What follows belongs to an exercise in optimizing a design on an open flow for small area and a short achievable clock period; a production flow would make more cautious choices. Function was checked by simulation only, so behaviour that the tests miss may differ from the original. In every run shown here, the design's own scripts or RTL, not TritonCTS, make the clock network. The clock port is modelled as an ideal driver, which makes a skipped or thinned clock tree look cheaper than it is; a real chip needs a root buffer or a tree. Power is estimated from default activity; no workload was simulated.

--- design/flow/flow/cts.tcl ---
# clock tree stage of the layout: ORFS's cts.tcl with the clock tree built
# here instead of by clock_tree_synthesis: the clock port drives a few root
# buffers, each root drives leaf buffers, each leaf a compact cluster of
# flip-flops (recursive splitting of the flip-flop locations), so every
# flip-flop is two buffers from the port. After ORFS's timing repair, the
# cells get the smallest drive strengths that keep the timing (downsize.tcl).
utl::set_metrics_stage "cts__{}"
source $::env(SCRIPTS_DIR)/load.tcl
erase_non_stage_variables cts
load_design 3_place.odb 3_place.sdc

# split pts into n compact clusters of near equal size: cut across the
# longer side of their bounding box, in proportion to the clusters each
# side gets.
proc split_pts { pts n } {
  if { $n <= 1 } {
    return [list $pts]
  }
  set xs [lmap p $pts { lindex $p 0 }]
  set ys [lmap p $pts { lindex $p 1 }]
  set w [expr { [tcl::mathfunc::max {*}$xs] - [tcl::mathfunc::min {*}$xs] }]
  set h [expr { [tcl::mathfunc::max {*}$ys] - [tcl::mathfunc::min {*}$ys] }]
  set idx [expr { $w >= $h ? 0 : 1 }]
  set s [lsort -integer -index $idx $pts]
  set n1 [expr { $n / 2 }]
  set m [expr { ([llength $s] * $n1) / $n }]
  return [concat [split_pts [lrange $s 0 [expr { $m - 1 }]] $n1] \
    [split_pts [lrange $s $m end] [expr { $n - $n1 }]]]
}

proc centroid { pts } {
  set sx 0
  set sy 0
  foreach p $pts {
    set sx [expr { $sx + [lindex $p 0] }]
    set sy [expr { $sy + [lindex $p 1] }]
  }
  set n [llength $pts]
  return [list [expr { $sx / $n }] [expr { $sy / $n }]]
}

proc place_buf { block master name xy } {
  set inst [odb::dbInst_create $block $master $name]
  set w [$master getWidth]
  set h [$master getHeight]
  $inst setLocation [expr { int([lindex $xy 0] - $w / 2) }] [expr { int([lindex $xy 1] - $h / 2) }]
  $inst setPlacementStatus PLACED
  return $inst
}

proc build_clock_tree { nleaf nroot leaf_cell root_cell } {
  set db [ord::get_db]
  set block [ord::get_db_block]
  set leaf_master [$db findMaster $leaf_cell]
  set root_master [$db findMaster $root_cell]
  set clk [[$block findBTerm $::env(FLOW_CLOCK_PORT)] getNet]
  set pts {}
  foreach it [$clk getITerms] {
    set bb [[$it getInst] getBBox]
    lappend pts [list [expr { ([$bb xMin] + [$bb xMax]) / 2 }] \
      [expr { ([$bb yMin] + [$bb yMax]) / 2 }] $it]
  }
  puts "clock tree: [llength $pts] sinks"
  set per_root [expr { $nleaf / $nroot }]
  set groups [split_pts $pts $nroot]
  for { set r 0 } { $r < $nroot } { incr r } {
    set group [split_pts [lindex $groups $r] $per_root]
    set leaf_xy {}
    foreach cl $group {
      lappend leaf_xy [centroid $cl]
    }
    set rnet [odb::dbNet_create $block "clknet_root_$r"]
    $rnet setSigType CLOCK
    set rinst [place_buf $block $root_master "clkbuf_root_$r" [centroid $leaf_xy]]
    [$rinst findITerm A] connect $clk
    [$rinst findITerm X] connect $rnet
    set k 0
    foreach cl $group xy $leaf_xy {
      set name "${r}_$k"
      set lnet [odb::dbNet_create $block "clknet_leaf_$name"]
      $lnet setSigType CLOCK
      set linst [place_buf $block $leaf_master "clkbuf_leaf_$name" $xy]
      [$linst findITerm A] connect $rnet
      [$linst findITerm X] connect $lnet
      foreach p $cl {
        set it [lindex $p 2]
        $it disconnect
        $it connect $lnet
      }
      puts "clock tree: leaf $name [llength $cl] sinks"
      incr k
    }
  }
  $clk setSigType CLOCK
}

build_clock_tree $::env(FLOW_CTS_LEAVES) $::env(FLOW_CTS_ROOTS) \
  $::env(FLOW_CTS_LEAF_CELL) $::env(FLOW_CTS_ROOT_CELL)
set_propagated_clock [all_clocks]

log_cmd estimate_parasitics -placement
report_clock_latency

set_placement_padding -global \
  -left $::env(CELL_PAD_IN_SITES_DETAIL_PLACEMENT) \
  -right $::env(CELL_PAD_IN_SITES_DETAIL_PLACEMENT)
detailed_placement
log_cmd estimate_parasitics -placement
report_clock_latency

repair_timing_helper
source [file join [file dirname [info script]] downsize.tcl]
downsize_cells $::env(SETUP_SLACK_MARGIN) 1.0
detailed_placement
check_placement -verbose

report_metrics 4 "cts final"

orfs_write_db $::env(RESULTS_DIR)/4_1_cts.odb
orfs_write_sdc $::env(RESULTS_DIR)/4_cts.sdc
--- design/flow/config.mk ---
export PLATFORM = sky130hd
export DESIGN_NAME = cpu_top
export DESIGN_NICKNAME = cpu_top
export VERILOG_FILES = /design/flow/design.v
export SDC_FILE = /design/flow/constraint.sdc
export NUM_CORES = 8
export LEC_CHECK = 0
export CAP_MARGIN = 20
export CORE_MARGIN = 2
export CORE_UTILIZATION = 40
export SLEW_MARGIN = 20
export SYNTH_HIERARCHICAL = 1
--- design/flow/flow/downsize.tcl ---
# area recovery: give each cell the smallest drive strength of its family
# that keeps the worst setup slack at or above min(target, the worst slack
# before recovery), with no max-slew or max-capacitance violation and the
# cell's output slew under max_slew ns. Clock tree buffers are left alone.
# re-estimate the parasitics of the nets on an instance's pins, which
# replace_cell leaves stale.
proc downsize_update_nets { name } {
  foreach pin [get_pins -of_objects [get_cells $name]] {
    set net [get_nets -quiet -of_objects $pin]
    if { $net ne "" } {
      est::estimate_parasitic_net $net
    }
  }
}

proc downsize_cells { target max_slew } {
  set db [ord::get_db]
  set block [ord::get_db_block]
  set dont_use {}
  if { [info exists ::env(DONT_USE_CELLS)] } {
    set dont_use $::env(DONT_USE_CELLS)
  }
  set fam {}
  foreach lib [$db getLibs] {
    foreach m [$lib getMasters] {
      set n [$m getName]
      if { [regexp {^(sky130_fd_sc_hd__\w+)_(\d+)$} $n -> base d] } {
        if { [lsearch -exact $dont_use $n] < 0 } {
          dict lappend fam $base [list $d $n [$m getWidth]]
        }
      }
    }
  }
  set ws0 [worst_slack -max]
  set floor [expr { min($target, $ws0) }]
  puts "downsize: worst slack [format %.3f $ws0], keeping it at or above [format %.3f $floor]"
  set insts [lsort -command { apply { { a b } {
    expr { [[$b getMaster] getWidth] - [[$a getMaster] getWidth] } } } } [$block getInsts]]
  set count 0
  set saved 0
  foreach inst $insts {
    set m [$inst getMaster]
    if { [$m getType] ne "CORE" } { continue }
    set n [$m getName]
    if { ![regexp {^(sky130_fd_sc_hd__\w+)_(\d+)$} $n -> base d] } { continue }
    if { [string match "*clkbuf*" $base] || [string match "clkbuf_*" [$inst getName]] } { continue }
    if { ![dict exists $fam $base] } { continue }
    set name [$inst getName]
    foreach o [lsort -integer -index 0 [dict get $fam $base]] {
      lassign $o od on ow
      if { $od >= $d } { break }
      if { $ow > [$m getWidth] } { continue }
      replace_cell $name $on
      downsize_update_nets $name
      set ok [expr { [worst_slack -max] >= $floor
                     && [sta::max_slew_violation_count] == 0
                     && [sta::max_capacitance_violation_count] == 0 }]
      if { $ok } {
        foreach pin [get_pins -of_objects [get_cells $name] -filter "direction == output"] {
          foreach p { slew_max_rise slew_max_fall } {
            if { [get_property $pin $p] > $max_slew } { set ok 0 }
          }
        }
      }
      if { $ok } {
        incr count
        set saved [expr { $saved + [$m getWidth] - $ow }]
        break
      }
      replace_cell $name $n
      downsize_update_nets $name
    }
  }
  set dbu [$block getDbUnitsPerMicron]
  puts "downsize: $count cells smaller, [format %.0f [expr { $saved * 2720.0 / $dbu / $dbu }]] um2 saved (by width), worst slack now [format %.3f [worst_slack -max]]"
}
--- design/flow/flow/run.sh ---
#!/bin/bash
# the standard layout, but for the clock tree, and with timing repair aimed
# below the design's period (repair_timing works until each path has
# SETUP_SLACK_MARGIN ns of slack).
#   1. standard.sh up to placement, with buf_2 as the port buffer cell
#   2. flow/cts.tcl in place of ORFS's cts step: a two-level clock tree of
#      clkbuf_16 (the clock port drives 4 roots, each root 16 leaves, each
#      leaf a compact cluster of about 20 flip-flops), then ORFS's timing
#      repair, area recovery (flow/downsize.tcl) and legalisation
#   3. standard.sh on to the end
# each step's output goes to its own log here; ORFS's own logs are in orfs/logs.
set -euo pipefail
M=7.0
bash standard.sh SETUP_SLACK_MARGIN=$M "BUFFER_PORTS_ARGS=-buffer_cell sky130_fd_sc_hd__buf_2" place > log_1_place.log 2>&1
bash standard.sh SETUP_SLACK_MARGIN=$M vars > log_2_vars.log 2>&1
P=${FLOW_PLATFORM:-sky130hd}
(
  set +u
  source orfs/objects/$P/cpu_top/base/vars.sh
  export SCRIPTS_DIR=$FLOW_HOME/scripts
  export FLOW_CLOCK_PORT=clk
  export FLOW_CTS_LEAVES=64
  export FLOW_CTS_ROOTS=4
  export FLOW_CTS_LEAF_CELL=sky130_fd_sc_hd__clkbuf_16
  export FLOW_CTS_ROOT_CELL=sky130_fd_sc_hd__clkbuf_16
  openroad -no_splash -exit -metrics "$LOG_DIR/4_1_cts.json" flow/cts.tcl > "$LOG_DIR/4_1_cts.log" 2>&1
) > log_3_cts.log 2>&1
cp orfs/logs/$P/cpu_top/base/4_1_cts.log log_3_cts.log
cp orfs/results/$P/cpu_top/base/4_1_cts.odb orfs/results/$P/cpu_top/base/4_cts.odb
bash standard.sh SETUP_SLACK_MARGIN=$M finish > log_4_finish.log 2>&1
--- design/flow/design.v ---
package cpu_pkg;
    typedef enum logic [6:0] {
        OPC_OP     = 7'b0110011,
        OPC_OP_IMM = 7'b0010011,
        OPC_LUI    = 7'b0110111
    } opcode_e;
    typedef enum logic [3:0] {
        ALU_ADD    = 4'd0,
        ALU_SUB    = 4'd1,
        ALU_AND    = 4'd2,
        ALU_OR     = 4'd3,
        ALU_XOR    = 4'd4,
        ALU_SLL    = 4'd5,
        ALU_SRL    = 4'd6,
        ALU_SRA    = 4'd7,
        ALU_SLT    = 4'd8,
        ALU_SLTU   = 4'd9,
        ALU_PASS_B = 4'd10
    } alu_op_e;
endpackage
`timescale 1ns/1ps
module instr_decode (
    input  logic [31:0] instr,
    input  logic        fwd_a,
    input  logic        fwd_b,
    input  logic [31:0] rs1,
    input  logic [31:0] rs2,
    input  logic [31:0] rs2_n,
    input  logic [31:0] res,
    input  logic [31:0] res_n,
    output logic [31:0] op_a,
    output logic [31:0] op_bx,
    output logic        sub,
    output logic        s_add,
    output logic        s_x,
    output logic        s_g,
    output logic        s_r,
    output logic        s_l,
    output logic        s_lt,
    output logic        sltu,
    output logic        sra,
    output logic        we
);
    logic [6:0]  opcode;
    logic [2:0]  f3;
    logic        alt;
    logic        is_op;
    logic        is_imm;
    logic        is_lui;
    logic        is_alu;
    logic        rev;
    logic        fa_n, fa_r, sa_n, sa_r;
    logic        fb_p, fb_n, sb_p, sb_n;
    logic [31:0] imm_x;
    assign opcode = instr[6:0];
    assign f3     = instr[14:12];
    assign alt    = instr[30];
    assign is_op  = (opcode == 7'b0110011);
    assign is_imm = (opcode == 7'b0010011);
    assign is_lui = (opcode == 7'b0110111);
    assign is_alu = is_op || is_imm;
    assign we = (is_alu || is_lui) && (instr[11:7] != 5'd0);
    assign s_add = !is_alu || (f3 == 3'd0);
    assign s_l   = is_alu && (f3 == 3'd1);
    assign s_lt  = is_alu && (f3 == 3'd2 || f3 == 3'd3);
    assign s_x   = is_alu && (f3 == 3'd4 || f3 == 3'd6);
    assign s_r   = is_alu && (f3 == 3'd5);
    assign s_g   = is_alu && (f3 == 3'd6 || f3 == 3'd7);
    assign sltu  = (f3 == 3'd3);
    assign sra   = alt && (f3 == 3'd5);
    assign sub   = is_alu && ((f3 == 3'd0 && alt && is_op) || f3 == 3'd2 || f3 == 3'd3);
    assign rev   = (f3 == 3'd1);
    assign fa_n = is_alu && fwd_a && !rev;
    assign fa_r = is_alu && fwd_a && rev;
    assign sa_n = is_alu && !fwd_a && !rev;
    assign sa_r = is_alu && !fwd_a && rev;
    assign fb_p = is_op && fwd_b && !sub;
    assign fb_n = is_op && fwd_b && sub;
    assign sb_p = is_op && !fwd_b && !sub;
    assign sb_n = is_op && !fwd_b && sub;
    always_comb begin
        if (is_imm)      imm_x = {{20{instr[31]}}, instr[31:20]} ^ {32{sub}};
        else if (is_lui) imm_x = {instr[31:12], 12'd0};
        else             imm_x = 32'd0;
    end
    for (genvar i = 0; i < 32; i++) begin : g_op
        op_sel4 u_a (
            .s0 (fa_n), .d0 (res[i]),
            .s1 (fa_r), .d1 (res[31-i]),
            .s2 (sa_n), .d2 (rs1[i]),
            .s3 (sa_r), .d3 (rs1[31-i]),
            .y  (op_a[i])
        );
        op_sel5 u_b (
            .s0 (fb_p), .d0 (res[i]),
            .s1 (fb_n), .d1 (res_n[i]),
            .s2 (sb_p), .d2 (rs2[i]),
            .s3 (sb_n), .d3 (rs2_n[i]),
            .e  (imm_x[i]),
            .y  (op_bx[i])
        );
    end
endmodule
module op_sel4 (
    input  logic s0, d0, s1, d1, s2, d2, s3, d3,
    output logic y
);
    assign y = (s0 && d0) || (s1 && d1) || (s2 && d2) || (s3 && d3);
endmodule
module op_sel5 (
    input  logic s0, d0, s1, d1, s2, d2, s3, d3, e,
    output logic y
);
    assign y = (s0 && d0) || (s1 && d1) || (s2 && d2) || (s3 && d3) || e;
endmodule
`timescale 1ns/1ps
module reg_file (
    input  logic [31:1][31:0] regs,
    input  logic [31:0]       wr_data,
    input  logic [31:0]       sel,
    output logic [31:0]       rd_data,
    output logic [31:0]       rd_data_n
);
    for (genvar b = 0; b < 32; b++) begin : g_bit
        logic [31:0] col;
        assign col[0] = wr_data[b];
        for (genvar i = 1; i < 32; i++) begin : g_reg
            assign col[i] = regs[i][b];
        end
        rf_and_or u_ao (.d(col), .h(sel), .q(rd_data[b]), .qn(rd_data_n[b]));
    end
endmodule
module rf_wdec (
    input  logic        we,
    input  logic [4:0]  rd,
    output logic [31:1] wen
);
    always_comb begin
        for (int i = 1; i < 32; i++) wen[i] = we && (rd == i);
    end
endmodule
module rf_pre (
    input  logic [4:0] rs,
    input  logic       e_we,
    input  logic [4:0] e_rd,
    input  logic       d_we,
    input  logic [4:0] d_rd,
    output logic       fwd,
    output logic       thru,
    output logic [3:0] lo,
    output logic [7:0] hi
);
    assign fwd  = d_we && (d_rd == rs);
    assign thru = e_we && (e_rd == rs);
    always_comb begin
        for (int i = 0; i < 4; i++) lo[i] = (rs[1:0] == i);
        for (int i = 0; i < 8; i++) hi[i] = !thru && (rs[4:2] == i);
    end
endmodule
module rf_sel (
    input  logic [31:1] vld,
    input  logic        thru,
    input  logic [3:0]  lo,
    input  logic [7:0]  hi,
    output logic [31:0] sel
);
    always_comb begin
        sel[0] = thru;
        for (int i = 1; i < 32; i++) sel[i] = vld[i] && lo[i % 4] && hi[i / 4];
    end
endmodule
module rf_and_or (
    input  logic [31:0] d,
    input  logic [31:0] h,
    output logic        q,
    output logic        qn
);
    logic [10:0] g;
    logic [2:0]  n;
    for (genvar k = 0; k < 10; k++) begin : g_aoi
        rf_aoi3 u_aoi (.d(d[3*k +: 3]), .h(h[3*k +: 3]), .y(g[k]));
    end
    rf_aoi2 u_aoi_last (.d(d[31:30]), .h(h[31:30]), .y(g[10]));
    rf_nand4 u_n0 (.a(g[3:0]), .y(n[0]));
    rf_nand4 u_n1 (.a(g[7:4]), .y(n[1]));
    rf_nand3 u_n2 (.a(g[10:8]), .y(n[2]));
    rf_or3   u_or (.a(n), .y(q));
    rf_nor3  u_nor (.a(n), .y(qn));
endmodule
module rf_aoi3 (
    input  logic [2:0] d,
    input  logic [2:0] h,
    output logic       y
);
    assign y = !((d[0] && h[0]) || (d[1] && h[1]) || (d[2] && h[2]));
endmodule
module rf_aoi2 (
    input  logic [1:0] d,
    input  logic [1:0] h,
    output logic       y
);
    assign y = !((d[0] && h[0]) || (d[1] && h[1]));
endmodule
module rf_nand4 (
    input  logic [3:0] a,
    output logic       y
);
    assign y = !(&a);
endmodule
module rf_nand3 (
    input  logic [2:0] a,
    output logic       y
);
    assign y = !(&a);
endmodule
module rf_or3 (
    input  logic [2:0] a,
    output logic       y
);
    assign y = |a;
endmodule
module rf_nor3 (
    input  logic [2:0] a,
    output logic       y
);
    assign y = !(|a);
endmodule
`timescale 1ns/1ps
module alu_exec (
    input  logic [31:0] a,
    input  logic [31:0] bx,
    input  logic        sub,
    input  logic        s_add,
    input  logic        s_x,
    input  logic        s_g,
    input  logic        s_r,
    input  logic        s_l,
    input  logic        s_lt,
    input  logic        sltu,
    input  logic        sra,
    output logic [31:0] result,
    output logic [31:0] result_n
);
    logic [31:0] p;
    logic [31:0] g;
    logic [31:0] c;
    logic        cout;
    logic [31:0] sum;
    logic [31:0] shr;
    logic        lt;
    logic [31:0] mask;
    add_pg   u_pg   (.a(a), .b(bx), .p(p), .g(g));
    add_tree u_tree (.p(p), .g(g), .cin(sub), .c(c), .cout(cout));
    add_sum  u_sum  (.p(p), .c(c), .s(sum));
    alu_lt u_lt (.cout(cout), .p31(p[31]), .sltu(sltu), .lt(lt));
    alu_shift u_sh (.a(a), .sh(bx[4:0]), .q(shr));
    alu_mask  u_mk (.sh(bx[4:0]), .m(mask));
    for (genvar i = 0; i < 32; i++) begin : g_res
        logic o;
        alu_res_early u_e (
            .s_x (s_x),
            .p   (p[i]),
            .s_g (s_g),
            .g   (g[i]),
            .s_r (s_r),
            .r   (shr[i]),
            .s_l (s_l),
            .l   (shr[31-i]),
            .s_m (s_r && sra && a[31]),
            .m   (mask[i]),
            .o   (o)
        );
        if (i == 0) begin : g_lt
            alu_res_late2 u_l (.s_add(s_add), .sum(sum[i]), .s_lt(s_lt), .lt(lt), .o(o),
                               .y(result[i]), .yn(result_n[i]));
        end else begin : g_sum
            alu_res_late u_l (.s_add(s_add), .sum(sum[i]), .o(o), .y(result[i]), .yn(result_n[i]));
        end
    end
endmodule
module add_pg (
    input  logic [31:0] a,
    input  logic [31:0] b,
    output logic [31:0] p,
    output logic [31:0] g
);
    assign p = a ^ b;
    assign g = a & b;
endmodule
module add_sum (
    input  logic [31:0] p,
    input  logic [31:0] c,
    output logic [31:0] s
);
    assign s = p ^ c;
endmodule
module add_tree (
    input  logic [31:0] p,
    input  logic [31:0] g,
    input  logic        cin,
    output logic [31:0] c,
    output logic        cout
);
    logic [31:0] gg [0:5];
    logic [31:0] pp [0:5];
    always_comb begin
        gg[0]    = g;
        pp[0]    = p;
        gg[0][0] = g[0] || (p[0] && cin);
        for (int l = 0; l < 5; l++) begin
            for (int i = 0; i < 32; i++) begin
                if ((i >> l) & 1) begin
                    gg[l+1][i] = gg[l][i] || (pp[l][i] && gg[l][((i >> l) << l) - 1]);
                    pp[l+1][i] = pp[l][i] && pp[l][((i >> l) << l) - 1];
                end else begin
                    gg[l+1][i] = gg[l][i];
                    pp[l+1][i] = pp[l][i];
                end
            end
        end
        c[0] = cin;
        for (int i = 1; i < 32; i++) c[i] = gg[5][i-1];
        cout = gg[5][31];
    end
endmodule
module alu_lt (
    input  logic cout,
    input  logic p31,
    input  logic sltu,
    output logic lt
);
    assign lt = cout ^ (sltu || p31);
endmodule
module alu_shift (
    input  logic [31:0] a,
    input  logic [4:0]  sh,
    output logic [31:0] q
);
    assign q = a >> sh;
endmodule
module alu_mask (
    input  logic [4:0]  sh,
    output logic [31:0] m
);
    assign m = ~(32'hffffffff >> sh);
endmodule
module alu_res_early (
    input  logic s_x,
    input  logic p,
    input  logic s_g,
    input  logic g,
    input  logic s_r,
    input  logic r,
    input  logic s_l,
    input  logic l,
    input  logic s_m,
    input  logic m,
    output logic o
);
    assign o = (s_x && p) || (s_g && g) || (s_r && r) || (s_l && l) || (s_m && m);
endmodule
module alu_res_late (
    input  logic s_add,
    input  logic sum,
    input  logic o,
    output logic y,
    output logic yn
);
    assign y  = (s_add && sum) || o;
    assign yn = !y;
endmodule
module alu_res_late2 (
    input  logic s_add,
    input  logic sum,
    input  logic s_lt,
    input  logic lt,
    input  logic o,
    output logic y,
    output logic yn
);
    assign y  = (s_add && sum) || (s_lt && lt) || o;
    assign yn = !y;
endmodule
`timescale 1ns/1ps
module retire_stage (
    input  logic        retire_valid,
    input  logic        e_valid,
    input  logic [15:0] count,
    input  logic [15:0] pc_lo,
    input  logic [13:0] pc_hi,
    output logic [15:0] count_nxt,
    output logic [13:0] pc_hi_nxt
);
    assign count_nxt = count + {15'd0, e_valid};
    assign pc_hi_nxt = pc_hi + {13'd0, retire_valid && (&pc_lo)};
endmodule
`timescale 1ns/1ps
module cpu_top (
    input  logic                         clk,
    input  logic                         rstn,
    input  logic                         instr_valid,
    input  logic [31:0]                  instr,
    output logic                         retire_valid,
    output logic                         retire_we,
    output logic [32-1:0]         retire_pc,
    output logic [5-1:0]   retire_rd,
    output logic [32-1:0]         retire_data,
    output logic [16-1:0] retire_count
);
    logic        f_valid;
    logic [31:0] f_instr;
    always_ff @(posedge clk or negedge rstn) begin
        if (!rstn) f_valid <= 1'b0;
        else       f_valid <= instr_valid;
    end
    logic        e_we;
    logic [4:0]  e_rd;
    logic        we_nxt;
    logic        pa_fwd, pa_thru, pb_fwd, pb_thru;
    logic [3:0]  pa_lo, pb_lo;
    logic [7:0]  pa_hi, pb_hi;
    logic        f_fwd_a, f_thru_a, f_fwd_b, f_thru_b;
    logic [3:0]  f_lo_a, f_lo_b;
    logic [7:0]  f_hi_a, f_hi_b;
    rf_pre u_pre_a (
        .rs   (instr[19:15]),
        .e_we (e_we),
        .e_rd (e_rd),
        .d_we (f_valid && we_nxt),
        .d_rd (f_instr[11:7]),
        .fwd  (pa_fwd),
        .thru (pa_thru),
        .lo   (pa_lo),
        .hi   (pa_hi)
    );
    rf_pre u_pre_b (
        .rs   (instr[24:20]),
        .e_we (e_we),
        .e_rd (e_rd),
        .d_we (f_valid && we_nxt),
        .d_rd (f_instr[11:7]),
        .fwd  (pb_fwd),
        .thru (pb_thru),
        .lo   (pb_lo),
        .hi   (pb_hi)
    );
    always_ff @(posedge clk) begin
        f_instr  <= instr;
        f_fwd_a  <= pa_fwd;
        f_thru_a <= pa_thru;
        f_lo_a   <= pa_lo;
        f_hi_a   <= pa_hi;
        f_fwd_b  <= pb_fwd;
        f_thru_b <= pb_thru;
        f_lo_b   <= pb_lo;
        f_hi_b   <= pb_hi;
    end
    logic [31:1][31:0] regs;
    logic [31:1] vld;
    logic [31:0] rs1_data;
    logic [31:0] rs2_data;
    logic [31:0] rs2_data_n;
    logic [31:1] wen;
    rf_wdec u_wdec (.we(retire_we), .rd(retire_rd), .wen(wen));
    always_ff @(posedge clk or negedge rstn) begin
        if (!rstn) begin
            vld <= '0;
        end else begin
            vld <= vld | wen;
        end
    end
    always_ff @(posedge clk) begin
        for (int i = 1; i < 32; i++) begin
            if (wen[i]) begin
                regs[i] <= retire_data;
            end
        end
    end
    logic [31:0] sel_a;
    logic [31:0] sel_b;
    rf_sel u_sel_a (.vld(vld), .thru(f_thru_a), .lo(f_lo_a), .hi(f_hi_a), .sel(sel_a));
    rf_sel u_sel_b (.vld(vld), .thru(f_thru_b), .lo(f_lo_b), .hi(f_hi_b), .sel(sel_b));
    logic [31:0] rs1_data_n;
    reg_file u_rf_a (.regs(regs), .wr_data(retire_data), .sel(sel_a), .rd_data(rs1_data), .rd_data_n(rs1_data_n));
    reg_file u_rf_b (.regs(regs), .wr_data(retire_data), .sel(sel_b), .rd_data(rs2_data), .rd_data_n(rs2_data_n));
    logic        e_valid;
    logic [31:0] alu_result;
    logic [31:0] alu_result_n;
    logic [31:0] op_a_nxt;
    logic [31:0] op_bx_nxt;
    logic        sub_nxt, s_add_nxt, s_x_nxt, s_g_nxt, s_r_nxt, s_l_nxt, s_lt_nxt;
    logic        sltu_nxt, sra_nxt;
    instr_decode u_dec (
        .instr (f_instr),
        .fwd_a (f_fwd_a),
        .fwd_b (f_fwd_b),
        .rs1   (rs1_data),
        .rs2   (rs2_data),
        .rs2_n (rs2_data_n),
        .res   (alu_result),
        .res_n (alu_result_n),
        .op_a  (op_a_nxt),
        .op_bx (op_bx_nxt),
        .sub   (sub_nxt),
        .s_add (s_add_nxt),
        .s_x   (s_x_nxt),
        .s_g   (s_g_nxt),
        .s_r   (s_r_nxt),
        .s_l   (s_l_nxt),
        .s_lt  (s_lt_nxt),
        .sltu  (sltu_nxt),
        .sra   (sra_nxt),
        .we    (we_nxt)
    );
    logic [31:0] e_a;
    logic [31:0] e_bx;
    logic        e_sub, e_s_add, e_s_x, e_s_g, e_s_r, e_s_l, e_s_lt, e_sltu, e_sra;
    always_ff @(posedge clk or negedge rstn) begin
        if (!rstn) begin
            e_valid <= 1'b0;
            e_we    <= 1'b0;
        end else begin
            e_valid <= f_valid;
            e_we    <= f_valid && we_nxt;
        end
    end
    always_ff @(posedge clk) begin
        e_a     <= op_a_nxt;
        e_bx    <= op_bx_nxt;
        e_sub   <= sub_nxt;
        e_s_add <= s_add_nxt;
        e_s_x   <= s_x_nxt;
        e_s_g   <= s_g_nxt;
        e_s_r   <= s_r_nxt;
        e_s_l   <= s_l_nxt;
        e_s_lt  <= s_lt_nxt;
        e_sltu  <= sltu_nxt;
        e_sra   <= sra_nxt;
        e_rd    <= f_instr[11:7];
    end
    alu_exec u_alu (
        .a        (e_a),
        .bx       (e_bx),
        .sub      (e_sub),
        .s_add    (e_s_add),
        .s_x      (e_s_x),
        .s_g      (e_s_g),
        .s_r      (e_s_r),
        .s_l      (e_s_l),
        .s_lt     (e_s_lt),
        .sltu     (e_sltu),
        .sra      (e_sra),
        .result   (alu_result),
        .result_n (alu_result_n)
    );
    logic [15:0] pc_lo;
    logic [13:0] pc_hi;
    logic [15:0] count_nxt;
    logic [13:0] pc_hi_nxt;
    retire_stage u_ret (
        .retire_valid (retire_valid),
        .e_valid      (e_valid),
        .count        (retire_count),
        .pc_lo        (pc_lo),
        .pc_hi        (pc_hi),
        .count_nxt    (count_nxt),
        .pc_hi_nxt    (pc_hi_nxt)
    );
    always_ff @(posedge clk or negedge rstn) begin
        if (!rstn) begin
            retire_valid <= 1'b0;
            retire_we    <= 1'b0;
            retire_count <= '0;
            pc_hi        <= '0;
        end else begin
            retire_valid <= e_valid;
            retire_we    <= e_valid && e_we;
            retire_count <= count_nxt;
            pc_hi        <= pc_hi_nxt;
        end
    end
    always_ff @(posedge clk) begin
        pc_lo       <= retire_count;
        retire_rd   <= e_rd;
        retire_data <= alu_result;
    end
    assign retire_pc = {pc_hi, pc_lo, 2'b00};
endmodule
--- design/flow/standard.sh ---
#!/bin/bash
# synth_recipe.tcl (not shown) runs the flow's synth.tcl, then flattens the netlist and writes it again
# the make line also repeats each setting of config.mk as NAME=value (left out here)
make -C /OpenROAD-flow-scripts/flow DESIGN_CONFIG=/design/flow/config.mk WORK_HOME=/design/flow/orfs CLKGATE_MAP_FILE= SYNTH_SCRIPT=/design/flow/synth_recipe.tcl "${@:-finish}"
--- design/flow/constraint.sdc ---
create_clock -name core_clock -period 10.0 [get_ports {clk}]
set_input_delay 2.0000 -clock core_clock [delete_from_list [all_inputs] [get_ports {clk}]]
set_output_delay 2.0000 -clock core_clock [all_outputs]
set_load 0.01 [all_outputs]
==> flow_metrics.env, run 1 <==
export IMPL_vdd_drop_max_v=0.000154
export IMPL_drv_cap=0
export IMPL_fin_nets=3941
export IMPL_numPortBuffers=119
export IMPL_die_width_um=367
export IMPL_num_rows=133
export IMPL_clk_latency_ns=0.55
export IMPL_fp_dieH_um=367
export IMPL_grt_usage_pct=30.6
export IMPL_multi_input_area_mm2=0.0170
export IMPL_outcome="finished clean"
export IMPL_slew_headroom_pct=21.9
export IMPL_setup_viol=0
export IMPL_maxSlewViolCount=0
export IMPL_syn_area_mm2=0.0526
export IMPL_first_iter_violations=10526
export IMPL_grt_pass1_vias=38105
export IMPL_p_leak_nw=19.7
export IMPL_cp_arrival_ns=1.18
export IMPL_dp_hpwl_um=124000
export IMPL_grt_setup_unrepaired="yes"
export IMPL_drc=0
export IMPL_holdBufCountCts=0
export IMPL_min_path_type="flop to flop"
export IMPL_period_share_pct=31.8
export IMPL_firstDrtPassIters=15
export IMPL_crit_required_ns=8.00
export IMPL_tns_ns=0
export IMPL_grt_overflow_total=0
export IMPL_clock_skew_ns=0.0658
export IMPL_place_gp_congestion=0.979
export IMPL_worstPathMaxFanout=2
export IMPL_r2r_start="f_lo_a[1]"
export IMPL_critPathLaunch="retire_data[14]"
export IMPL_route_vias_total=41800
export IMPL_placed_cell_area_mm2=0.0565
export IMPL_drive_above_1_share_pct=15.4
export IMPL_critical_path_endpoint_type="output port"
export IMPL_detail_route_wl_per_cell_um=38.8
export IMPL_tightest_slew_ns=1.17
export IMPL_max_clock_freq_ghz=0.315
export IMPL_dieArea_mm2=0.135
export IMPL_post_route_cell_area_mm2=0.0598
export IMPL_crit_type="flop to output port"
export IMPL_core_mm2=0.131
export IMPL_regArea_mm2=0.0354
export IMPL_final_common_cell="edfxtp_1"
export IMPL_wl_um=218000
export IMPL_vias_per_cell=7.42
export IMPL_grt_pass1_wl_um=296000
export IMPL_syn_to_final_growth_pct=13.6
export IMPL_antenna_found_initial=21
export IMPL_fillers=11618
export IMPL_initial_core_util_pct=40.2
export IMPL_hp_start="f_valid"
export IMPL_power_density_mw_per_mm2=144
export IMPL_yosys_warnings=14
export IMPL_syn_inst=3402
export IMPL_grt_max_degree=65
export IMPL_start_kind="flop"
export IMPL_whs_ns=0.383
export IMPL_final_cell_mix="edfxtp_1 (992), a222oi_1 (704), a22oi_1 (153)"
export IMPL_ant_nets=0
export IMPL_clk_pin_slew_worst_paths_ns=0.08
export IMPL_syn_area_per_cell_um2=15.5
export IMPL_final_hold_violation_count=0
export IMPL_fin_crit_ns=3.18
export IMPL_io_pin_count=122
metrics by stage:
step / total power (W) / setup WS, ns / util, % / std cells
2_1_floorplan: 0.00583 / 6.98 / - / 3403
3_3_place_gp: 0.00593 / 6.57 / 43.1 / 5366
3_5_place_dp: 0.00593 / 6.53 / 43.1 / 5366
4_1_cts: 0.00860 / 6.83 / 44.4 / 5567
5_1_grt: 0.00880 / 6.83 / 45.7 / 5622
6_report: 0.00861 / 6.82 / 45.7 / 5632
flip-flops by register name, summed over array words and instances, names as in the netlist, 4 cells and up:
signal        flops
regs            992
vld              31
f_lo_b            4
f_hi_b            8
pc_lo            16
retire_count     16
f_lo_a            4
e_a              32
pc_hi            14
retire_data      32
e_rd              5
retire_rd         5
f_instr          32
f_hi_a            8
e_bx             32
metal layers:
layer	global-route usage [%]	wire length (um)	up-vias
met5	0	155	-
met4	19.6	17500	20
met3	7.23	31900	569
met2	45.1	93300	3822
met1	40.5	75600	20929
li1	-	-	16460
worst max-delay path, cell delays in order, from the launching register on:
cell and delay, ns:
dfxtp_2 0.36, buf_8 0.17, buf_6 0.12
final timing paths:
check                           slack, ns          endpoint  depth (start not counted)
min in group asynchronous            1.43  retire_count[14]                          1
max in group asynchronous            7.33           vld[12]                          2
worst min register to register       0.38           e_valid                          0
worst min-delay path                 0.38           e_valid                          0
worst max-delay path                 6.82   retire_data[14]                          2
worst max register to register       6.88           e_a[31]                          7
cell type report:
type | count | area share, %
Sequential cell | 1249 | 59.2
Antenna cell | 10 | 0.0418
Multi-Input combinational cell | 2076 | 28.5
Inverter | 24 | 0.161
Buffer | 68 | 2.84
Tap cell | 1755 | 3.67
Timing Repair Buffer | 450 | 5.62
power breakdown:
part	switching, W	internal (W)
Sequential	0.0000477	0.00557
Combinational	0.000133	0.0000712
Clock	0.00159	0.00120
Total	0.00177	0.00684
timing repair:
action	4_1_cts	5_1_grt
gates cloned	26	4
setup buffers	107	51
pin swaps	23	100
endpoints found under the hold margin	0	0
resized for setup	273	376
setup endpoints to repair	157	288
==> run 2, diff against run 1 <==
--- a/design/flow/flow/run.sh
+++ b/design/flow/flow/run.sh
@@ -11,5 +11,5 @@
 # each step's output goes to its own log here; ORFS's own logs are in orfs/logs.
 set -euo pipefail
-M=7.0
+M=7.2
 bash standard.sh SETUP_SLACK_MARGIN=$M "BUFFER_PORTS_ARGS=-buffer_cell sky130_fd_sc_hd__buf_2" place > log_1_place.log 2>&1
 bash standard.sh SETUP_SLACK_MARGIN=$M vars > log_2_vars.log 2>&1
--- a/design/flow/flow/downsize.tcl
+++ b/design/flow/flow/downsize.tcl
@@ -1,6 +1,4 @@
-# area recovery: give each cell the smallest drive strength of its family
-# that keeps the worst setup slack at or above min(target, the worst slack
-# before recovery), with no max-slew or max-capacitance violation and the
-# cell's output slew under max_slew ns. Clock tree buffers are left alone.
+# area recovery after timing repair (downsize_cells below).
+
 # re-estimate the parasitics of the nets on an instance's pins, which
 # replace_cell leaves stale.
@@ -14,4 +12,10 @@
 }
 
+# give each cell the smallest drive strength of its family that keeps the
+# worst setup slack at or above min(target, the worst slack before recovery),
+# with no max-slew or max-capacitance violation and the cell's output slew
+# under max_slew ns; largest cells first. Clock tree buffers are left alone.
+# Only for placement parasitics: downsize_update_nets estimates a net as
+# estimate_parasitics -placement does.
 proc downsize_cells { target max_slew } {
   set db [ord::get_db]
==> run 2 against run 1 <==
Net effect:
- clock power about the same
- critical path depth stayed put
- sequential power is essentially flat
- die area unchanged
- final area grew 2.2%
- synthesized cell count unchanged
- critical path type unchanged
- critical endpoint is now retire_data[24]
- largest cell class unchanged
- largest power group unchanged
==> flow_metrics.env, run 2 <==
export IMPL_crit_required_ns=8.00
export IMPL_antenna_found_initial=15
export IMPL_clock_skew_ns=0.0616
export IMPL_drc=0
export IMPL_syn_area_mm2=0.0526
export IMPL_max_clock_freq_ghz=0.312
export IMPL_yosys_warnings=14
export IMPL_fin_cells=5742
export IMPL_drv_cap=0
export IMPL_core_mm2=0.131
export IMPL_grt_setup_unrepaired="yes"
export IMPL_setup_viol=0
export IMPL_numPortBuffers=119
export IMPL_vias_per_cell=7.34
export IMPL_largest_reg_flops=992
export IMPL_grt_overflow_total=0
export IMPL_outcome="finished clean"
export IMPL_dp_hpwl_um=124000
export IMPL_fin_nets=4056
export IMPL_syn_area_per_cell_um2=15.5
export IMPL_fp_dieH_um=367
export IMPL_min_path_type="flop to flop"
export IMPL_syn_to_final_growth_pct=16.1
export IMPL_p_total_w=0.00863
export IMPL_hp_start="f_valid"
export IMPL_rr_endpoint="e_a[2]"
export IMPL_vdd_drop_max_v=0.000150
export IMPL_tns_ns=0
export IMPL_r2r_start="vld[9]"
export IMPL_maxSlewViolCount=0
export IMPL_reg2regPathDepth=7
export IMPL_hold_end="e_valid"
export IMPL_cp_arrival_ns=1.20
export IMPL_tightest_slew_ns=1.11
export IMPL_place_gp_congestion=0.961
export IMPL_fillers=11573
export IMPL_final_cell_mix="edfxtp_1 (992), a222oi_1 (704), buf_1 (201)"
export IMPL_crit_type="flop to output port"
export IMPL_period_share_pct=32.0
export IMPL_first_iter_violations=10710
export IMPL_worstPathMaxFanout=2
export IMPL_grt_max_degree=65
export IMPL_initial_core_util_pct=40.2
export IMPL_final_hold_violation_count=0
export IMPL_grt_pass1_wl_um=300000
export IMPL_slew_headroom_pct=26.3
export IMPL_critical_path_endpoint_type="output port"
export IMPL_drive_above_1_share_pct=18.4
export IMPL_whs_path_depth=0
export IMPL_detail_route_wl_per_cell_um=38.8
export IMPL_dpl_cell_count=5362
export IMPL_final_common_cell="edfxtp_1"
export IMPL_num_rows=133
export IMPL_clk_pin_slew_worst_paths_ns=0.09
export IMPL_syn_inst=3402
export IMPL_r2r_slack_ns=6.82
export IMPL_dieArea_mm2=0.135
export IMPL_clk_latency_ns=0.54
export IMPL_wl_um=223000
export IMPL_ant_nets=0
export IMPL_fin_crit_ns=3.20
export IMPL_grt_usage_pct=31.2
export IMPL_start_kind="flop"
export IMPL_route_vias_total=42136
export IMPL_power_density_mw_per_mm2=141
export IMPL_firstDrtPassIters=14
export IMPL_io_pin_count=122
export IMPL_die_width_um=367
export IMPL_grt_pass1_vias=38367
export IMPL_final_util_pct=46.7
export IMPL_largest_register="regs"
export IMPL_p_leak_nw=20.1
export IMPL_critPathLaunch="retire_data[24]"
==> run 2: cell count changes in the layout (fill, tap and decap cells not counted), moves of 12 or more <==
cell     before  now
a21oi_2       9   27
xor2_1       60   48
buf_6        52   91
dfxtp_1     129  111
xor2_2        2   14
buf_1       121  201
dfxtp_2      40   62
a21oi_1      81   63
==> run 2: area by class of cell <==
class	count	area (um2)	area share [%]
Timing Repair Buffer	565	4150	6.79
Sequential cell	1249	35400	57.9
Tap cell	1755	2200	3.59
Antenna cell	5	12.5	0.0205
Buffer	68	1700	2.78
Multi-Input combinational cell	2076	17500	28.7
Inverter	24	103	0.168
==> run 2: worst max-delay path by stage <==
stage / slack, ns / endpoint / cells after the start
floorplan: 6.98 / f_hi_b[0] / 4
global placement: 6.50 / e_a[30] / 9
detailed placement: 6.50 / e_a[30] / 9
CTS: 6.81 / e_a[31] / 7
global route: 6.81 / e_a[30] / 9
finish: 6.80 / retire_data[24] / 2
==> run 2: per-stage QoR <==
stage | setup slack [ns] | instance area [um2] | hold slack (ns)
final | 6.80 | 61100 | 0.378
after global routing | 6.81 | 61100 | 0.401
after CTS | 6.81 | 58700 | 0.381
after floorplan | 6.98 | 52700 | 0.347
after global placement | 6.50 | 56500 | 0.353
after detailed placement | 6.50 | 56500 | 0.362
==> run 2: what timing repair did <==
item,CTS,global route
gates resized for setup,456,608
hold endpoints to repair,0,0
pin swaps,105,145
gates cloned,34,2
hold buffers,0,0
buffers inserted,215,56
setup endpoints to repair,187,220
==> run 2: where the power goes <==
group | switching, W | total (W) | internal [W]
clock | 0.00157 | 0.00277 | 0.00119
combinational | 0.000138 | 0.000232 | 0.0000938
sequential | 0.0000517 | 0.00563 | 0.00558
total | 0.00176 | 0.00863 | 0.00687
==> run 2: critical path: stages, from the launching register on <==
cell and delay, ns:
dfxtp_2 0.37, buf_8 0.16, buf_6 0.13
==> run 2: metal layers <==
layer / global-route usage, % / routed length, um / up-vias
li1: - / - / 16681
met1: 40.6 / 76000 / 21171
met2: 45.4 / 93600 / 3632
met5: 0 / 84 / -
met3: 7.86 / 32400 / 636
met4: 22.0 / 20300 / 16
==> run 3, diff against run 2 <==
--- a/design/flow/flow/run.sh
+++ b/design/flow/flow/run.sh
@@ -11,5 +11,5 @@
 # each step's output goes to its own log here; ORFS's own logs are in orfs/logs.
 set -euo pipefail
-M=7.2
+M=6.9
 bash standard.sh SETUP_SLACK_MARGIN=$M "BUFFER_PORTS_ARGS=-buffer_cell sky130_fd_sc_hd__buf_2" place > log_1_place.log 2>&1
 bash standard.sh SETUP_SLACK_MARGIN=$M vars > log_2_vars.log 2>&1
==> run 3 against run 2 <==
Net effect:
- worst hold slack better by 0.021 ns
- die area unchanged
- fmax down 0.83%
- critical path type is now flop to flop
==> flow_metrics.env, run 3 <==
export IMPL_post_route_cell_area_mm2=0.0591
export IMPL_grt_setup_unrepaired="yes"
export IMPL_r2r_start="f_hi_a[3]"
export IMPL_syn_area_mm2=0.0526
export IMPL_critPathSlowestCell="nand4_1"
export IMPL_slew_headroom_pct=23.8
export IMPL_cp_top_family="simple AND/OR/NAND/NOR gates"
export IMPL_syn_area_per_cell_um2=15.5
export IMPL_crit_required_ns=10.42
export IMPL_yosys_warnings=14
export IMPL_grt_max_degree=67
export IMPL_wl_um=221000
export IMPL_fp_dieH_um=367
export IMPL_maxSlewViolCount=0
export IMPL_regArea_mm2=0.0354
export IMPL_r2r_slack_ns=6.77
export IMPL_crit_type="flop to flop"
export IMPL_tightest_slew_ns=1.14
export IMPL_holdBufCountCts=0
export IMPL_critical_path_endpoint_type="flop"
export IMPL_final_cell_mix="edfxtp_1 (992), a222oi_1 (704), a22oi_1 (163)"
export IMPL_placed_cell_area_mm2=0.0565
export IMPL_antenna_found_initial=19
export IMPL_rr_endpoint="e_a[30]"
export IMPL_setup_viol=0
export IMPL_dp_hpwl_um=124000
export IMPL_clock_skew_ns=0.0491
export IMPL_syn_to_final_growth_pct=12.4
export IMPL_final_hold_violation_count=0
export IMPL_core_mm2=0.131
export IMPL_final_common_cell="edfxtp_1"
export IMPL_fillers=11639
export IMPL_fin_nets=3900
export IMPL_place_gp_congestion=0.939
export IMPL_worstPathMaxFanout=32
export IMPL_grt_overflow_total=0
export IMPL_cp_depth=7
export IMPL_detail_route_wl_per_cell_um=39.5
export IMPL_multi_input_area_mm2=0.0167
export IMPL_max_clock_freq_ghz=0.309
export IMPL_tns_ns=0
export IMPL_vdd_drop_max_v=0.000138
export IMPL_vias_per_cell=7.39
export IMPL_io_pin_count=122
export IMPL_start_kind="flop"
export IMPL_numPortBuffers=119
export IMPL_grt_pass1_wl_um=299000
export IMPL_die_width_um=367
export IMPL_firstDrtPassIters=14
export IMPL_p_leak_nw=19.4
export IMPL_largest_reg_flops=992
export IMPL_power_density_mw_per_mm2=145
export IMPL_cp_arrival_ns=3.65
export IMPL_critPathMaxStageDelay_ns=0.57
export IMPL_clk_pin_slew_worst_paths_ns=0.10
export IMPL_min_path_type="flop to flop"
export IMPL_outcome="finished clean"
export IMPL_fin_crit_ns=3.23
export IMPL_drc=0
export IMPL_crit_end="e_a[30]"
export IMPL_cp_cell_sequence="and3_1 > clkbuf_4 > a222oi_1 > nand4_1 > or3_1 > a22oi_1 > nand2_1"
export IMPL_drive_above_1_share_pct=12.4
export IMPL_initial_core_util_pct=40.2
export IMPL_grt_usage_pct=31.0
export IMPL_path_buf_inv=1
export IMPL_first_iter_violations=11044
export IMPL_ant_nets=0
export IMPL_period_share_pct=32.3
export IMPL_largest_register="regs"
export IMPL_critPathLaunch="f_hi_a[3]"
export IMPL_syn_inst=3402
export IMPL_clk_latency_ns=0.53
export IMPL_dieArea_mm2=0.135
export IMPL_grt_pass1_vias=37596
export IMPL_reg2regPathDepth=7
export IMPL_num_rows=133
export IMPL_route_vias_total=41331
export IMPL_drv_cap=0
-- run 3: worst register-to-register path, delay by kind of cell (launching register included) --
kind	cells	cell delay, ns
simple gates	4	1.47
compound gates	2	0.87
flops	1	0.42
buf+inv	1	0.41
-- run 3: worst min path at each step --
stage	to	start	slack, ns	cells after the start
2_1_floorplan	e_valid	f_valid	0.35	0
3_3_place_gp	e_valid	f_valid	0.37	0
3_5_place_dp	e_valid	f_valid	0.38	0
4_1_cts	e_valid	f_valid	0.40	0
5_1_grt	retire_rd[0]	e_rd[0]	0.40	0
6_report	retire_rd[0]	e_rd[0]	0.40	0
-- run 3: final cells by class --
cell class                      count  area share (%)
Multi-Input combinational cell   2076            28.2
Antenna cell                       10          0.0423
Sequential cell                  1249            59.8
Timing Repair Buffer              409            5.23
Tap cell                         1755            3.71
Buffer                             68            2.88
Inverter                           24           0.152
-- run 3: metrics by stage --
step	power, W	hold WS [ns]	util, %	instances	setup slack, ns
after floorplan	0.00583	0.347	-	3403	6.95
after global placement	0.00593	0.368	43.2	5373	6.55
after CTS	0.00859	0.405	44.3	5538	6.80
after detailed placement	0.00594	0.377	43.2	5373	6.50
after global routing	0.00879	0.404	45.1	5583	6.81
final	0.00860	0.399	45.2	5591	6.77
-- run 3: power breakdown --
part / internal (W) / switching [W] / leakage [nW] / total [W]
clock network: 0.00120 / 0.00158 / 0.838 / 0.00277
registers: 0.00558 / 0.0000490 / 9.49 / 0.00563
logic: 0.0000635 / 0.000132 / 9.12 / 0.000196
-- run 3: timing repair --
| action | CTS | global route |
|---|---|---|
| gates resized for setup | 201 | 199 |
| setup buffers | 71 | 39 |
| gates cloned | 26 | 4 |
| pin swaps | 2 | 33 |
| setup endpoints to repair | 117 | 132 |
-- run 3: per-layer routing --
metal / share of wire (%) / wire, um / track usage (%) / vias to the layer above
met2: 43 / 94200 / 46.2 / 3588
met4: 8.7 / 19100 / 21.0 / 16
met1: 34 / 75700 / 39.9 / 20760
li1: - / - / - / 16375
met5: 0.044 / 97 / 0 / -
met3: 14 / 31900 / 8.02 / 592
==> run 4, diff against run 3 <==
--- a/design/flow/flow/run.sh
+++ b/design/flow/flow/run.sh
@@ -11,5 +11,5 @@
 # each step's output goes to its own log here; ORFS's own logs are in orfs/logs.
 set -euo pipefail
-M=6.9
+M=7.1
 bash standard.sh SETUP_SLACK_MARGIN=$M "BUFFER_PORTS_ARGS=-buffer_cell sky130_fd_sc_hd__buf_2" place > log_1_place.log 2>&1
 bash standard.sh SETUP_SLACK_MARGIN=$M vars > log_2_vars.log 2>&1
==> run 4 against run 3 <==
Net effect:
- still clean on timing, DRC and antenna
- combinational power is 18% higher
- cell count is 2.4% higher
- utilization up 1.2 points
- clock skew rose by 0.036 ns
- area after synthesis stayed put
- final area rose by 2.7%
- critical path type is now flop to output port
- critical endpoint is now retire_data[30]
==> flow_metrics.env, run 4 <==
export IMPL_maxSlewViolCount=0
export IMPL_final_cell_mix="edfxtp_1 (992), a222oi_1 (704), buf_1 (155)"
export IMPL_crit_required_ns=8.00
export IMPL_place_gp_congestion=0.932
export IMPL_max_clock_freq_ghz=0.310
export IMPL_tns_ns=0
export IMPL_whs_ns=0.386
export IMPL_period_share_pct=32.3
export IMPL_largest_reg_flops=992
export IMPL_syn_to_final_growth_pct=15.4
export IMPL_slew_headroom_pct=24.4
export IMPL_yosys_warnings=14
export IMPL_dieArea_mm2=0.135
export IMPL_p_clk_share_pct=32.3
export IMPL_drv_cap=0
export IMPL_fp_dieH_um=367
export IMPL_numPortBuffers=119
export IMPL_grt_overflow_total=0
export IMPL_setup_viol=0
export IMPL_power_density_mw_per_mm2=143
export IMPL_clk_pin_slew_worst_paths_ns=0.12
export IMPL_clock_skew_ns=0.0853
export IMPL_initial_core_util_pct=40.2
export IMPL_core_mm2=0.131
export IMPL_final_common_cell="edfxtp_1"
export IMPL_final_hold_violation_count=0
export IMPL_firstDrtPassIters=17
export IMPL_syn_inst=3402
export IMPL_outcome="finished clean"
export IMPL_detail_route_wl_per_cell_um=39.2
export IMPL_dp_hpwl_um=125000
export IMPL_ant_nets=0
export IMPL_min_path_type="flop to flop"
export IMPL_start_kind="flop"
export IMPL_vdd_drop_max_v=0.000134
export IMPL_grt_max_degree=65
export IMPL_fillers=11564
export IMPL_num_rows=133
export IMPL_p_leak_nw=20.2
export IMPL_hp_start="f_valid"
export IMPL_wl_um=224000
export IMPL_intPower_w=0.00687
export IMPL_syn_area_mm2=0.0526
export IMPL_switching_power_w=0.00180
export IMPL_syn_area_per_cell_um2=15.5
export IMPL_fin_crit_ns=3.23
export IMPL_vias_per_cell=7.35
export IMPL_critPathSlowestCell="dfxtp_4"
export IMPL_first_iter_violations=11011
export IMPL_grt_setup_unrepaired="yes"
export IMPL_pre_cts_ws_ns=6.53
export IMPL_tightest_slew_ns=1.13
export IMPL_grt_pass1_wl_um=302000
export IMPL_sw_frac_of_total_pct=20.7
export IMPL_seq_power_share_pct=65.0
export IMPL_crit_top_cell="buf_6"
export IMPL_critPathMaxStageDelay_ns=0.37
export IMPL_grt_usage_pct=31.5
export IMPL_critical_path_endpoint_type="output port"
export IMPL_crit_type="flop to output port"
export IMPL_largest_register="regs"
export IMPL_drc=0
export IMPL_die_width_um=367
export IMPL_worstPathMaxFanout=2
export IMPL_pwr_share_comb_pct=2.7
export IMPL_critPathLaunch="retire_data[30]"
export IMPL_cp_arrival_ns=1.23
export IMPL_grt_pass1_vias=38504
export IMPL_drive_above_1_share_pct=17.7
export IMPL_clk_latency_ns=0.57
export IMPL_fin_nets=4029
export IMPL_fin_ws_ns=6.77
export IMPL_holdBufCountCts=0
export IMPL_r2r_start="f_lo_b[3]"
export IMPL_route_vias_total=42072
export IMPL_antenna_found_initial=21
export IMPL_io_pin_count=122
export IMPL_cp_cell_sequence="buf_6 > buf_6"
-- run 4: cell types whose count changed in the layout (fill, tap and decap cells not counted), moves of 16 or more --
cell and change:
a21oi_1 -18, a21oi_2 +17, a22oi_1 -16, a22oi_2 +16
buf_4 +16, buf_6 +60, clkbuf_2 +30, dfxtp_1 -26
dfxtp_2 +22
-- run 4: per-layer routing --
metal | vias to the layer above | part of all wire [%] | track usage, %
met5 | - | 0.028 | 0
met4 | 10 | 8.1 | 20.0
met3 | 610 | 15 | 8.18
met2 | 3733 | 43 | 47.3
met1 | 21076 | 34 | 40.5
li1 | 16643 | - | -
-- run 4: worst max-delay path, delay by kind of cell, from the launching register on --
family   cells  cell delay (ns)
buf+inv      2             0.27
flops        1             0.37
-- run 4: power groups by stage --
stage | combinational, W | clock, W | sequential [W]
after global placement | 0.000175 | 0 | 0.00576
after CTS | 0.000196 | 0.00279 | 0.00562
final | 0.000232 | 0.00280 | 0.00563
after global routing | 0.000246 | 0.00295 | 0.00563
after detailed placement | 0.000178 | 0 | 0.00576
after floorplan | 0.0000751 | 0 | 0.00575
-- run 4: final timing paths --
kind | slack, ns | cells after the start | to
max | 6.77 | 2 | retire_data[30]
min | 0.39 | 0 | e_valid
max reg2reg | 6.82 | 7 | e_bx[15]
min reg2reg | 0.39 | 0 | e_valid
max in group asynchronous | 7.55 | 2 | vld[23]
min in group asynchronous | 1.43 | 1 | retire_count[11]
-- run 4: layout make-up --
cell class	instances	area, um2	area share, %
Antenna cell	16	40.0	0.0659
Inverter	24	95.1	0.157
Multi-Input combinational cell	2076	17200	28.3
Buffer	68	1700	2.80
Timing Repair Buffer	538	4130	6.80
Tap cell	1755	2200	3.61
Sequential cell	1249	35400	58.3
-- run 4: per-stage QoR --
| stage | utilization [%] | instances | power, W | instance area (um2) |
|---|---|---|---|---|
| after floorplan | - | 3403 | 0.00583 | 52700 |
| after CTS | 44.7 | 5641 | 0.00861 | 58500 |
| after global placement | 43.2 | 5377 | 0.00594 | 56600 |
| after detailed placement | 43.2 | 5377 | 0.00594 | 56600 |
| final | 46.4 | 5726 | 0.00866 | 60800 |
| after global routing | 46.4 | 5711 | 0.00883 | 60700 |
-- run 4: timing repair --
action	in CTS	in global routing
pin swaps	56	131
resized for setup	370	562
gates cloned	31	2
setup endpoints to repair	178	234
buffers inserted	165	67
endpoints found under the hold margin	0	0
==> run 5, diff against run 4 <==
--- a/design/flow/flow/run.sh
+++ b/design/flow/flow/run.sh
@@ -11,5 +11,5 @@
 # each step's output goes to its own log here; ORFS's own logs are in orfs/logs.
 set -euo pipefail
-M=7.1
+M=7.0
 bash standard.sh SETUP_SLACK_MARGIN=$M "BUFFER_PORTS_ARGS=-buffer_cell sky130_fd_sc_hd__buf_2" place > log_1_place.log 2>&1
 bash standard.sh SETUP_SLACK_MARGIN=$M vars > log_2_vars.log 2>&1
==> run 5 against run 4 <==
Net effect:
- total power decreased by 0.55%
- utilization decreased by 0.72 points
- clock power about the same
- die area unchanged
- synthesized cell count unchanged
- first-iteration DRC count decreased by 4.4%
- area after synthesis unchanged
- critical endpoint is now retire_data[14]
==> flow_metrics.env, run 5 <==
export IMPL_cp_arrival_ns=1.18
export IMPL_final_common_cell="edfxtp_1"
export IMPL_largest_reg_flops=992
export IMPL_period_share_pct=31.8
export IMPL_dp_hpwl_um=124000
export IMPL_fp_dieH_um=367
export IMPL_cp_cell_sequence="buf_8 > buf_6"
export IMPL_final_cell_mix="edfxtp_1 (992), a222oi_1 (704), a22oi_1 (153)"
export IMPL_drv_cap=0
export IMPL_setup_viol=0
export IMPL_numPortBuffers=119
export IMPL_grt_usage_pct=30.6
export IMPL_whs_ns=0.383
export IMPL_tns_ns=0
export IMPL_drc=0
export IMPL_holdBufCountCts=0
export IMPL_vdd_drop_max_v=0.000154
export IMPL_die_width_um=367
export IMPL_crit_required_ns=8.00
export IMPL_firstDrtPassIters=15
export IMPL_core_mm2=0.131
export IMPL_max_clock_freq_ghz=0.315
export IMPL_wl_um=218000
export IMPL_tightest_slew_ns=1.17
export IMPL_fillers=11618
export IMPL_clk_pin_slew_worst_paths_ns=0.08
export IMPL_p_leak_nw=19.7
export IMPL_first_iter_violations=10526
export IMPL_grt_pass1_wl_um=296000
export IMPL_syn_area_mm2=0.0526
export IMPL_fin_nets=3941
export IMPL_grt_max_degree=65
export IMPL_outcome="finished clean"
export IMPL_clock_skew_ns=0.0658
export IMPL_ant_nets=0
export IMPL_route_vias_total=41800
export IMPL_grt_overflow_total=0
export IMPL_drive_above_1_share_pct=15.4
export IMPL_vias_per_cell=7.42
export IMPL_grt_setup_unrepaired="yes"
export IMPL_critPathSlowestCell="dfxtp_2"
export IMPL_io_pin_count=122
export IMPL_worstPathMaxFanout=2
export IMPL_clk_latency_ns=0.55
export IMPL_place_gp_congestion=0.979
export IMPL_cp_top_family="flip-flops"
export IMPL_yosys_warnings=14
export IMPL_syn_area_per_cell_um2=15.5
export IMPL_critPathMaxStageDelay_ns=0.36
export IMPL_largest_register="regs"
export IMPL_grt_pass1_vias=38105
export IMPL_num_rows=133
export IMPL_dieArea_mm2=0.135
export IMPL_detail_route_wl_per_cell_um=38.8
export IMPL_syn_to_final_growth_pct=13.6
export IMPL_critical_path_endpoint_type="output port"
export IMPL_final_util_pct=45.7
export IMPL_initial_core_util_pct=40.2
export IMPL_syn_inst=3402
export IMPL_start_kind="flop"
export IMPL_antenna_found_initial=21
export IMPL_slew_headroom_pct=21.9
export IMPL_final_hold_violation_count=0
export IMPL_power_density_mw_per_mm2=144
export IMPL_path_buf_inv=2
export IMPL_crit_type="flop to output port"
export IMPL_fin_crit_ns=3.18
export IMPL_maxSlewViolCount=0
export IMPL_min_path_type="flop to flop"
run 5: report_power, final:
group          internal, W  total, W  leakage (nW)  switching [W]
registers          0.00557   0.00562          9.51      0.0000477
clock network      0.00120   0.00279         0.838        0.00159
logic            0.0000712  0.000204          9.35       0.000133
run 5: path summary, 6_finish.rpt:
| check | start | endpoint | slack (ns) | cells after the start |
|---|---|---|---|---|
| hold reg to reg | f_valid | e_valid | 0.38 | 0 |
| min in group asynchronous | rstn | retire_count[14] | 1.43 | 1 |
| setup reg to reg | f_lo_a[1] | e_a[31] | 6.88 | 7 |
| setup / recovery | retire_data[14] | retire_data[14] | 6.82 | 2 |
| max in group asynchronous | rstn | vld[12] | 7.33 | 2 |
| hold / removal | f_valid | e_valid | 0.38 | 0 |
run 5: routing by layer:
metal / global-route usage [%] / up-vias / part of all wire (%)
met1: 40.5 / 20929 / 35
met2: 45.1 / 3822 / 43
met3: 7.23 / 569 / 15
met5: 0 / - / 0.071
li1: - / 16460 / -
met4: 19.6 / 20 / 8.0
run 5: cell type report:
class / count / area, um2 / area share, %
inverter: 24 / 96.3 / 0.161
antenna: 10 / 25.0 / 0.0418
timing repair buffer: 450 / 3360 / 5.62
multi-input combinational: 2076 / 17000 / 28.5
buffer: 68 / 1700 / 2.84
sequential: 1249 / 35400 / 59.2
tap: 1755 / 2200 / 3.67
run 5: repair_timing:
item	4_1_cts	5_1_grt
resized for setup	273	376
endpoints found under the setup margin	157	288
pin swaps	23	100
gates cloned	26	4
setup buffers	107	51
run 5: stage by stage:
step	power [W]	setup slack [ns]	std cells	cell area, um2
finish	0.00861	6.82	5632	59800
CTS	0.00860	6.83	5567	58100
floorplan	0.00583	6.98	3403	52700
global route	0.00880	6.83	5622	59800
global placement	0.00593	6.57	5366	56500
detailed placement	0.00593	6.53	5366	56500

[re-timing with driven ports]
The flow's constraints put no driver on any port. The routed layouts listed below were extracted and timed again, unchanged, in two steps. Step 1: set_driving_cell puts a clkbuf_16 on clk and a buf_2 on each other input, an assumption about the parent block. Step 2 also shifts input and output timing later by t, the mid clock arrival at the registers, as if the neighbouring blocks saw the same clock. a / b / c = ideal ports / drivers / drivers and shift; a / b = the first two.
| run | t, ns | slack for setup (ns) | worst hold slack (ns) | slew at the worst register clock pin (ns) |
|---|---|---|---|---|
| run 1 | 0.705 | 6.821 / 6.635 / 6.556 | 0.383 / 0.383 / 0.383 | 0.12 / 0.12 |
| run 2 | 0.683 | 6.796 / 6.625 / 6.720 | 0.378 / 0.378 / 0.378 | 0.09 / 0.09 |
| run 3 | 0.669 | 6.769 / 6.659 / 6.495 | 0.399 / 0.399 / 0.399 | 0.10 / 0.10 |
| run 4 | 0.718 | 6.775 / 6.589 / 6.645 | 0.386 / 0.386 / 0.386 | 0.12 / 0.12 |
| run 5 | 0.705 | 6.821 / 6.635 / 6.556 | 0.383 / 0.383 / 0.383 | 0.12 / 0.12 |
After both steps setup and hold are still met in every run listed. For run 3, which loses most, drivers alone change the setup slack by -0.110 ns; drivers and shift together by -0.274 ns.
